What follows belongs to an exercise in optimizing a design on an open flow for small area, a short achievable clock period and few clock cycles per item; a production flow would make more cautious choices. At most, simulation tests tie the RTL to the original design; equivalence was not proved. The clock port is modelled as an ideal driver; clocking choices that lean on that would not hold on a real chip.

==> inputs of job 5402 <==
## aesDecryptTop
module aesDecryptTop
(
    input  logic   clk,
    input  logic   rstN,
    input  logic   inValid,
    input  logic [128-1:0]  cipherText,
    input  logic [1408-1:0] expandedKey,
    output logic   outValid,
    output logic [128-1:0]  plainText
);
    logic     busy;
    logic     busyN;
    logic     stateFlip;
    logic [128-1:0]    roundKey;
    logic [128-1:0]    roundState;
    logic [128-1:0]    nextState;
    aesDecryptCtrl aesDecryptCtrl_i
    (
        .clk        (clk),
        .rstN       (rstN),
        .inValid    (inValid),
        .cipherText (cipherText),
        .whitenKey  ({expandedKey[32*40 +: 32], expandedKey[32*41 +: 32],
                      expandedKey[32*42 +: 32], expandedKey[32*43 +: 32]}),
        .nextState  (nextState),
        .busy       (busy),
        .busyN      (busyN),
        .roundState (roundState),
        .stateFlip  (stateFlip),
        .outValid   (outValid)
    );
    roundKeyStore roundKeyStore_i
    (
        .clk         (clk),
        .busy        (busy),
        .busyN       (busyN),
        .expandedKey (expandedKey),
        .roundKey    (roundKey)
    );
    invRoundDatapath invRoundDatapath_i
    (
        .roundState (roundState),
        .roundKey   (roundKey),
        .stateFlip  (stateFlip),
        .nextState  (nextState)
    );
    assign plainText = roundState;
endmodule
==> flow/config.mk <==
export PLATFORM = sky130hd
export DESIGN_NAME = aesDecryptTop
export DESIGN_NICKNAME = aesDecryptTop
export VERILOG_FILES = /design/flow/design.v
export SDC_FILE = /design/flow/constraint.sdc
export NUM_CORES = 8
export LEC_CHECK = 0
export CAP_MARGIN = 20
export CORE_AREA = 4 4 376 376
export DETAILED_ROUTE_END_ITERATION = 24
export DIE_AREA = 0 0 380 380
export SLEW_MARGIN = 20
==> flow/constraint.sdc <==
create_clock -name core_clock -period 21.0 [get_ports {clk}]
set_input_delay 4.2000 -clock core_clock [delete_from_list [all_inputs] [get_ports {clk}]]
set_output_delay 4.2000 -clock core_clock [all_outputs]
set_load 0.01 [all_outputs]
standard.sh (not shown) runs the stock make flow with config.mk's settings and CLKGATE_MAP_FILE= SYNTH_SCRIPT=/design/flow/synth_recipe.tcl, a recipe that flattens the netlist after the stock synthesis.
==> flow/flow/run.sh <==
#!/bin/bash
# The standard layout (standard.sh), with:
#  - synthesis by synth_recipe.tcl, but ABC mapping with an area-oriented script
#    (abc -script replaced; flip-flops are mapped before ABC, so unchanged),
#    without the three-input XOR cells;
#  - buf_1 port buffers, pins one track apart;
#  - timing repair aiming below the 21 ns period (SETUP_SLACK_MARGIN);
#  - a clock tree of clkbuf_16 without dummy loads, and without a wider
#    spacing rule on its root net (which clashed with neighbouring pins);
#  - the state flip-flops and output buffers one size up before the clock
#    tree (flow/pre_cts.tcl);
#  - if the routed layout has antenna or routing violations, placement and
#    routing are redone once or twice with a slightly different placement
#    density.
# Each run of standard.sh logs to standard_flow_N.log; ORFS keeps each step's
# log under orfs/logs/.
set -uo pipefail
W=$PWD
MARGIN="15.3"
CTSBUF="sky130_fd_sc_hd__clkbuf_16"
CTSEXTRA="-sink_clustering_size 20 -sink_clustering_max_diameter 100"
DENSITY="0.50"
EXTRA="GPL_ROUTABILITY_DRIVEN=0"
cp flow/map.abc $W/map.abc
cat > $W/my_synth.tcl <<EOT
proc abc {args} {
  set i [lsearch -exact \$args -script]
  if {\$i >= 0} { lset args [expr {\$i+1}] $W/map.abc }
  foreach c {xor3_1 xor3_2 xor3_4 xnor3_1 xnor3_2 xnor3_4} { lappend args -dont_use sky130_fd_sc_hd__\$c }
  yosys abc {*}\$args
}
source $W/synth_recipe.tcl
EOT
run_flow() {
  bash standard.sh \
    SYNTH_SCRIPT=$W/my_synth.tcl \
    BUFFER_PORTS_ARGS="-buffer_cell sky130_fd_sc_hd__buf_1" \
    PLACE_PINS_ARGS="-min_distance 1 -min_distance_in_tracks" \
    SETUP_SLACK_MARGIN=$MARGIN \
    PRE_CTS_TCL=$W/flow/pre_cts.tcl \
    CTS_ARGS="-sink_clustering_enable -repair_clock_nets -dont_use_dummy_load -apply_ndr none -buf_list {$CTSBUF} $CTSEXTRA" \
    $EXTRA "$@"
}
# a layout is retried if it is missing, has antenna violations or the
# detailed router left violations.
layout_ok() {
  local odb=$W/orfs/results/sky130hd/aesDecryptTop/base/6_final.odb
  local drc=$W/orfs/reports/sky130hd/aesDecryptTop/base/5_route_drc.rpt
  [[ -f $odb ]] || { echo "no final layout"; return; }
  [[ -s $drc ]] && { echo "routing violations"; return; }
  printf 'read_db %s\nputs "ANTENNAS [check_antennas]"\n' "$odb" > $W/antennas.tcl
  openroad -no_init -exit $W/antennas.tcl > $W/antennas_check.log 2>&1
  local n=$(grep -o 'ANTENNAS [0-9]*' $W/antennas_check.log | awk '{print $2}' | tail -1)
  [[ "$n" == "0" ]] && { echo ok; return; }
  echo "antenna violations: ${n:-unknown}"
}
run_flow PLACE_DENSITY=$DENSITY finish > standard_flow_0.log 2>&1
for try in 1 2; do
  st=$(layout_ok)
  echo "layout check after try $((try-1)): $st" >> flow_retries.log
  [[ "$st" == "ok" ]] && break
  bash standard.sh clean_place clean_cts clean_route clean_finish > standard_clean_$try.log 2>&1
  d=$(python3 -c "print(f'{$DENSITY + 0.01*$try:.2f}')")
  run_flow PLACE_DENSITY=$d finish > standard_flow_$try.log 2>&1
done
Other scripts of this flow, unchanged in this note and not shown: flow/flow/map.abc, flow/flow/pre_cts.tcl
==> job 4247 (differences from job 5402) <==
--- a/flow/design.v
+++ b/flow/design.v
@@ -3,46 +3,38 @@
 (
     input  logic [7:0] inByte,
     input  logic [7:0] keyByte,
     output logic [7:0] outByte
 );
     logic [3:0] ah, al, d, lam, di;
-    logic [8:0] fh, fl, p, q, r, fdi;
+    logic [8:0] p, q, r, fdi;
     assign ah = inByte[7:4];
     assign al = inByte[3:0];
-    assign fh[0] = ah[3];
-    assign fl[0] = al[3];
-    assign fh[1] = ah[2];
-    assign fl[1] = al[2];
-    assign fh[2] = (ah[3] ^ ah[2]);
-    assign fl[2] = (al[3] ^ al[2]);
-    assign fh[3] = ah[1];
-    assign fl[3] = al[1];
-    assign fh[4] = ah[0];
-    assign fl[4] = al[0];
-    assign fh[5] = (ah[1] ^ ah[0]);
-    assign fl[5] = (al[1] ^ al[0]);
-    assign fh[6] = (ah[3] ^ ah[1]);
-    assign fl[6] = (al[3] ^ al[1]);
-    assign fh[7] = (ah[2] ^ ah[0]);
-    assign fl[7] = (al[2] ^ al[0]);
-    assign fh[8] = ((ah[3] ^ ah[2]) ^ (ah[1] ^ ah[0]));
-    assign fl[8] = ((al[3] ^ al[2]) ^ (al[1] ^ al[0]));
-    assign p[0] = fh[0] & fl[0];
-    assign p[1] = fh[1] & fl[1];
-    assign p[2] = fh[2] & fl[2];
-    assign p[3] = fh[3] & fl[3];
-    assign p[4] = fh[4] & fl[4];
-    assign p[5] = fh[5] & fl[5];
-    assign p[6] = fh[6] & fl[6];
-    assign p[7] = fh[7] & fl[7];
-    assign p[8] = fh[8] & fl[8];
-    assign lam[0] = (fl[7] ^ (inByte[1] ^ fh[7]));
-    assign lam[1] = (fl[8] ^ (inByte[0] ^ fh[8]));
-    assign lam[2] = (inByte[5] ^ fl[2]);
-    assign lam[3] = (inByte[3] ^ inByte[4]);
+    assign p[0] = ah[3] & al[3];
+    assign p[1] = ah[2] & al[2];
+    assign p[2] = (ah[3] ^ ah[2]) & (al[3] ^ al[2]);
+    assign p[3] = ah[1] & al[1];
+    assign p[4] = ah[0] & al[0];
+    assign p[5] = (ah[1] ^ ah[0]) & (al[1] ^ al[0]);
+    assign p[6] = (ah[3] ^ ah[1]) & (al[3] ^ al[1]);
+    assign p[7] = (ah[2] ^ ah[0]) & (al[2] ^ al[0]);
+    assign p[8] = ((ah[3] ^ ah[2]) ^ (ah[1] ^ ah[0])) & ((al[3] ^ al[2]) ^ (al[1] ^ al[0]));
+    logic x8, x9, x10, x11, x12, x13, x14, x15, x16;
+    assign x8 = inByte[1] ^ inByte[2];
+    assign x9 = inByte[4] ^ inByte[6];
+    assign x10 = x8 ^ x9;
+    assign x11 = inByte[3] ^ inByte[5];
+    assign x12 = inByte[0] ^ x10;
+    assign x13 = inByte[7] ^ x11;
+    assign x14 = x10 ^ x13;
+    assign x15 = inByte[2] ^ x11;
+    assign x16 = inByte[3] ^ inByte[4];
+    assign lam[0] = x12;
+    assign lam[1] = x14;
+    assign lam[2] = x15;
+    assign lam[3] = x16;
     logic y13, y14, y15, y16, y17, y18, y19, y20, y21, y22, y23, y24, y25, y26;
     assign y13 = p[0] ^ p[4];
     assign y14 = p[4] ^ p[7];
     assign y15 = p[2] ^ p[3];
     assign y16 = lam[0] ^ y13;
     assign y17 = y15 ^ y16;
@@ -87,30 +79,30 @@
     assign fdi[3] = di[1];
     assign fdi[4] = di[0];
     assign fdi[5] = (di[1] ^ di[0]);
     assign fdi[6] = (di[3] ^ di[1]);
     assign fdi[7] = (di[2] ^ di[0]);
     assign fdi[8] = ((di[3] ^ di[2]) ^ (di[1] ^ di[0]));
-    assign q[0] = fh[0] & fdi[0];
-    assign r[0] = fl[0] & fdi[0];
-    assign q[1] = fh[1] & fdi[1];
-    assign r[1] = fl[1] & fdi[1];
-    assign q[2] = fh[2] & fdi[2];
-    assign r[2] = fl[2] & fdi[2];
-    assign q[3] = fh[3] & fdi[3];
-    assign r[3] = fl[3] & fdi[3];
-    assign q[4] = fh[4] & fdi[4];
-    assign r[4] = fl[4] & fdi[4];
-    assign q[5] = fh[5] & fdi[5];
-    assign r[5] = fl[5] & fdi[5];
-    assign q[6] = fh[6] & fdi[6];
-    assign r[6] = fl[6] & fdi[6];
-    assign q[7] = fh[7] & fdi[7];
-    assign r[7] = fl[7] & fdi[7];
-    assign q[8] = fh[8] & fdi[8];
-    assign r[8] = fl[8] & fdi[8];
+    assign q[0] = ah[3] & fdi[0];
+    assign r[0] = al[3] & fdi[0];
+    assign q[1] = ah[2] & fdi[1];
+    assign r[1] = al[2] & fdi[1];
+    assign q[2] = (ah[3] ^ ah[2]) & fdi[2];
+    assign r[2] = (al[3] ^ al[2]) & fdi[2];
+    assign q[3] = ah[1] & fdi[3];
+    assign r[3] = al[1] & fdi[3];
+    assign q[4] = ah[0] & fdi[4];
+    assign r[4] = al[0] & fdi[4];
+    assign q[5] = (ah[1] ^ ah[0]) & fdi[5];
+    assign r[5] = (al[1] ^ al[0]) & fdi[5];
+    assign q[6] = (ah[3] ^ ah[1]) & fdi[6];
+    assign r[6] = (al[3] ^ al[1]) & fdi[6];
+    assign q[7] = (ah[2] ^ ah[0]) & fdi[7];
+    assign r[7] = (al[2] ^ al[0]) & fdi[7];
+    assign q[8] = ((ah[3] ^ ah[2]) ^ (ah[1] ^ ah[0])) & fdi[8];
+    assign r[8] = ((al[3] ^ al[2]) ^ (al[1] ^ al[0])) & fdi[8];
     logic z26, z27, z28, z29, z30, z31, z32, z33, z34, z35, z36, z37, z38, z39, z40, z41, z42, z43, z44, z45, z46, z47, z48, z49, z50, z51, z52, z53, z54, z55, z56, z57, z58, z59, z60, z61, z62, z63, z64, z65, z66, z67, z68, z69;
     assign z26 = q[3] ^ r[1];
     assign z27 = r[0] ^ z26;
     assign z28 = q[4] ^ q[7];
     assign z29 = q[6] ^ r[3];
     assign z30 = r[6] ^ z29;
CORE_AREA = 4 4 386 386   (was 4 4 376 376)
DIE_AREA = 0 0 390 390   (was 0 0 380 380)
==> job 5335 (differences from job 5402) <==
--- a/flow/design.v
+++ b/flow/design.v
@@ -3,46 +3,38 @@
 (
     input  logic [7:0] inByte,
     input  logic [7:0] keyByte,
     output logic [7:0] outByte
 );
     logic [3:0] ah, al, d, lam, di;
-    logic [8:0] fh, fl, p, q, r, fdi;
+    logic [8:0] p, q, r, fdi;
     assign ah = inByte[7:4];
     assign al = inByte[3:0];
-    assign fh[0] = ah[3];
-    assign fl[0] = al[3];
-    assign fh[1] = ah[2];
-    assign fl[1] = al[2];
-    assign fh[2] = (ah[3] ^ ah[2]);
-    assign fl[2] = (al[3] ^ al[2]);
-    assign fh[3] = ah[1];
-    assign fl[3] = al[1];
-    assign fh[4] = ah[0];
-    assign fl[4] = al[0];
-    assign fh[5] = (ah[1] ^ ah[0]);
-    assign fl[5] = (al[1] ^ al[0]);
-    assign fh[6] = (ah[3] ^ ah[1]);
-    assign fl[6] = (al[3] ^ al[1]);
-    assign fh[7] = (ah[2] ^ ah[0]);
-    assign fl[7] = (al[2] ^ al[0]);
-    assign fh[8] = ((ah[3] ^ ah[2]) ^ (ah[1] ^ ah[0]));
-    assign fl[8] = ((al[3] ^ al[2]) ^ (al[1] ^ al[0]));
-    assign p[0] = fh[0] & fl[0];
-    assign p[1] = fh[1] & fl[1];
-    assign p[2] = fh[2] & fl[2];
-    assign p[3] = fh[3] & fl[3];
-    assign p[4] = fh[4] & fl[4];
-    assign p[5] = fh[5] & fl[5];
-    assign p[6] = fh[6] & fl[6];
-    assign p[7] = fh[7] & fl[7];
-    assign p[8] = fh[8] & fl[8];
-    assign lam[0] = (fl[7] ^ (inByte[1] ^ fh[7]));
-    assign lam[1] = (fl[8] ^ (inByte[0] ^ fh[8]));
-    assign lam[2] = (inByte[5] ^ fl[2]);
-    assign lam[3] = (inByte[3] ^ inByte[4]);
+    assign p[0] = ah[3] & al[3];
+    assign p[1] = ah[2] & al[2];
+    assign p[2] = (ah[3] ^ ah[2]) & (al[3] ^ al[2]);
+    assign p[3] = ah[1] & al[1];
+    assign p[4] = ah[0] & al[0];
+    assign p[5] = (ah[1] ^ ah[0]) & (al[1] ^ al[0]);
+    assign p[6] = (ah[3] ^ ah[1]) & (al[3] ^ al[1]);
+    assign p[7] = (ah[2] ^ ah[0]) & (al[2] ^ al[0]);
+    assign p[8] = ((ah[3] ^ ah[2]) ^ (ah[1] ^ ah[0])) & ((al[3] ^ al[2]) ^ (al[1] ^ al[0]));
+    logic x8, x9, x10, x11, x12, x13, x14, x15, x16;
+    assign x8 = inByte[1] ^ inByte[2];
+    assign x9 = inByte[4] ^ inByte[6];
+    assign x10 = x8 ^ x9;
+    assign x11 = inByte[3] ^ inByte[5];
+    assign x12 = inByte[0] ^ x10;
+    assign x13 = inByte[7] ^ x11;
+    assign x14 = x10 ^ x13;
+    assign x15 = inByte[2] ^ x11;
+    assign x16 = inByte[3] ^ inByte[4];
+    assign lam[0] = x12;
+    assign lam[1] = x14;
+    assign lam[2] = x15;
+    assign lam[3] = x16;
     logic y13, y14, y15, y16, y17, y18, y19, y20, y21, y22, y23, y24, y25, y26;
     assign y13 = p[0] ^ p[4];
     assign y14 = p[4] ^ p[7];
     assign y15 = p[2] ^ p[3];
     assign y16 = lam[0] ^ y13;
     assign y17 = y15 ^ y16;
@@ -87,30 +79,30 @@
     assign fdi[3] = di[1];
     assign fdi[4] = di[0];
     assign fdi[5] = (di[1] ^ di[0]);
     assign fdi[6] = (di[3] ^ di[1]);
     assign fdi[7] = (di[2] ^ di[0]);
     assign fdi[8] = ((di[3] ^ di[2]) ^ (di[1] ^ di[0]));
-    assign q[0] = fh[0] & fdi[0];
-    assign r[0] = fl[0] & fdi[0];
-    assign q[1] = fh[1] & fdi[1];
-    assign r[1] = fl[1] & fdi[1];
-    assign q[2] = fh[2] & fdi[2];
-    assign r[2] = fl[2] & fdi[2];
-    assign q[3] = fh[3] & fdi[3];
-    assign r[3] = fl[3] & fdi[3];
-    assign q[4] = fh[4] & fdi[4];
-    assign r[4] = fl[4] & fdi[4];
-    assign q[5] = fh[5] & fdi[5];
-    assign r[5] = fl[5] & fdi[5];
-    assign q[6] = fh[6] & fdi[6];
-    assign r[6] = fl[6] & fdi[6];
-    assign q[7] = fh[7] & fdi[7];
-    assign r[7] = fl[7] & fdi[7];
-    assign q[8] = fh[8] & fdi[8];
-    assign r[8] = fl[8] & fdi[8];
+    assign q[0] = ah[3] & fdi[0];
+    assign r[0] = al[3] & fdi[0];
+    assign q[1] = ah[2] & fdi[1];
+    assign r[1] = al[2] & fdi[1];
+    assign q[2] = (ah[3] ^ ah[2]) & fdi[2];
+    assign r[2] = (al[3] ^ al[2]) & fdi[2];
+    assign q[3] = ah[1] & fdi[3];
+    assign r[3] = al[1] & fdi[3];
+    assign q[4] = ah[0] & fdi[4];
+    assign r[4] = al[0] & fdi[4];
+    assign q[5] = (ah[1] ^ ah[0]) & fdi[5];
+    assign r[5] = (al[1] ^ al[0]) & fdi[5];
+    assign q[6] = (ah[3] ^ ah[1]) & fdi[6];
+    assign r[6] = (al[3] ^ al[1]) & fdi[6];
+    assign q[7] = (ah[2] ^ ah[0]) & fdi[7];
+    assign r[7] = (al[2] ^ al[0]) & fdi[7];
+    assign q[8] = ((ah[3] ^ ah[2]) ^ (ah[1] ^ ah[0])) & fdi[8];
+    assign r[8] = ((al[3] ^ al[2]) ^ (al[1] ^ al[0])) & fdi[8];
     logic z26, z27, z28, z29, z30, z31, z32, z33, z34, z35, z36, z37, z38, z39, z40, z41, z42, z43, z44, z45, z46, z47, z48, z49, z50, z51, z52, z53, z54, z55, z56, z57, z58, z59, z60, z61, z62, z63, z64, z65, z66, z67, z68, z69;
     assign z26 = q[3] ^ r[1];
     assign z27 = r[0] ^ z26;
     assign z28 = q[4] ^ q[7];
     assign z29 = q[6] ^ r[3];
     assign z30 = r[6] ^ z29;
--- a/flow/flow/run.sh
+++ b/flow/flow/run.sh
@@ -17,13 +17,13 @@
 set -uo pipefail
 W=$PWD
 MARGIN="15.3"
 CTSBUF="sky130_fd_sc_hd__clkbuf_16"
 CTSEXTRA="-sink_clustering_size 20 -sink_clustering_max_diameter 100"
 DENSITY="0.50"
-EXTRA="GPL_ROUTABILITY_DRIVEN=0"
+EXTRA="GPL_ROUTABILITY_DRIVEN=0 RECOVER_POWER=100"
 cp flow/map.abc $W/map.abc
 cat > $W/my_synth.tcl <<EOT
 proc abc {args} {
   set i [lsearch -exact \$args -script]
   if {\$i >= 0} { lset args [expr {\$i+1}] $W/map.abc }
   foreach c {xor3_1 xor3_2 xor3_4 xnor3_1 xnor3_2 xnor3_4} { lappend args -dont_use sky130_fd_sc_hd__\$c }
==> metrics.md <==
| Metric | Value |
|---|---|
| Status | finished with violations |
| Failed Checks | max-capacitance violations, max-slew violations |
| Pins Over Slew Limit | 818 |
| Initial antenna violation count | 137 |
| Max Cap Viol | 8 |
| DR vias/cell | 5.28 |
| Starting Density | approximately 46% |
| CP max FO | 245 |
The numbers above come from job 5335.

==> metrics.md <==
| Metric | Value |
|---|---|
| Status | complete, no violations |
| Crit Path Class | reg2out |
| Initial antenna violation count | 139 |
| Hold_buf cts | 0 |
| Starting Density | 45.8% |
| Max Cap Viol | 0 |
| DR vias/cell | 5.25 |
| CP max FO | 6 |
| Pins Over Slew Limit | 0 |
The numbers above come from job 5402.

==> metrics.md <==
| Metric | Value |
|---|---|
| Hold Path Sink | roundKeyStore_i.keySlot[2][3] |
| Status | complete, no violations |
| Height of the die | about 390 µm |
| Max Cap Viol | 0 |
| Starting Density | 43.8% |
| Initial antenna violation count | 135 |
| Commonest non-fill, non-tap cells in the layout | 1795 x xnor2_1, 1539 x buf_1, 1284 x dfxtp_1 |
| CP max FO | 6 |
| # clk buffers | 86 |
| Startpoint types | register |
| DR vias/cell | roughly 5.2 |
The numbers above come from job 4247.

Testbench counts of job 4247, summed over its fixed seeds: cycles 5,640, items 512.
Testbench counts of job 5335, summed over its fixed seeds: cycles 5,640, items 512.
Function not checked in job 5402: the RTL went through the layout flow alone.

[afterwards: timing with drivers on the ports]
The flow's constraints put no driver on any port. The routed layouts listed below were extracted and timed again, unchanged, in two steps.
Step 1 assumes that a clkbuf_16 drives the clock port and a buf_2 every other input.
Step 2 adds t to the input delays and takes it off the output delays; t is the mean of the earliest and latest rising clock arrival at the registers after step 1. Input paths then give back, and output paths get back, about the clock's delay inside the block.
Slacks: no drivers / after step 1 / after step 2; pairs: no drivers / after step 1.
run | t, ns | setup slack, ns | hold WS [ns] | latest minus earliest clock arrival (ns) | slew at the worst register clock pin (ns)
job 5402 | 0.769 | 15.315 / 15.232 / 14.652 | 0.364 / 0.364 / 0.364 | 0.109 / 0.108 | 0.09 / 0.09
job 4247 | 0.779 | 15.298 / 15.213 / 14.706 | 0.379 / 0.379 / 0.379 | 0.101 / 0.100 | 0.09 / 0.09
job 5335 | 0.788 | 9.522 / 9.522 / 9.522 | 0.395 / 0.395 / 0.395 | 0.080 / 0.080 | 0.09 / 0.09
For job 5402, which loses most, drivers alone change the setup slack by -0.083 ns; drivers and shift together by -0.663 ns.
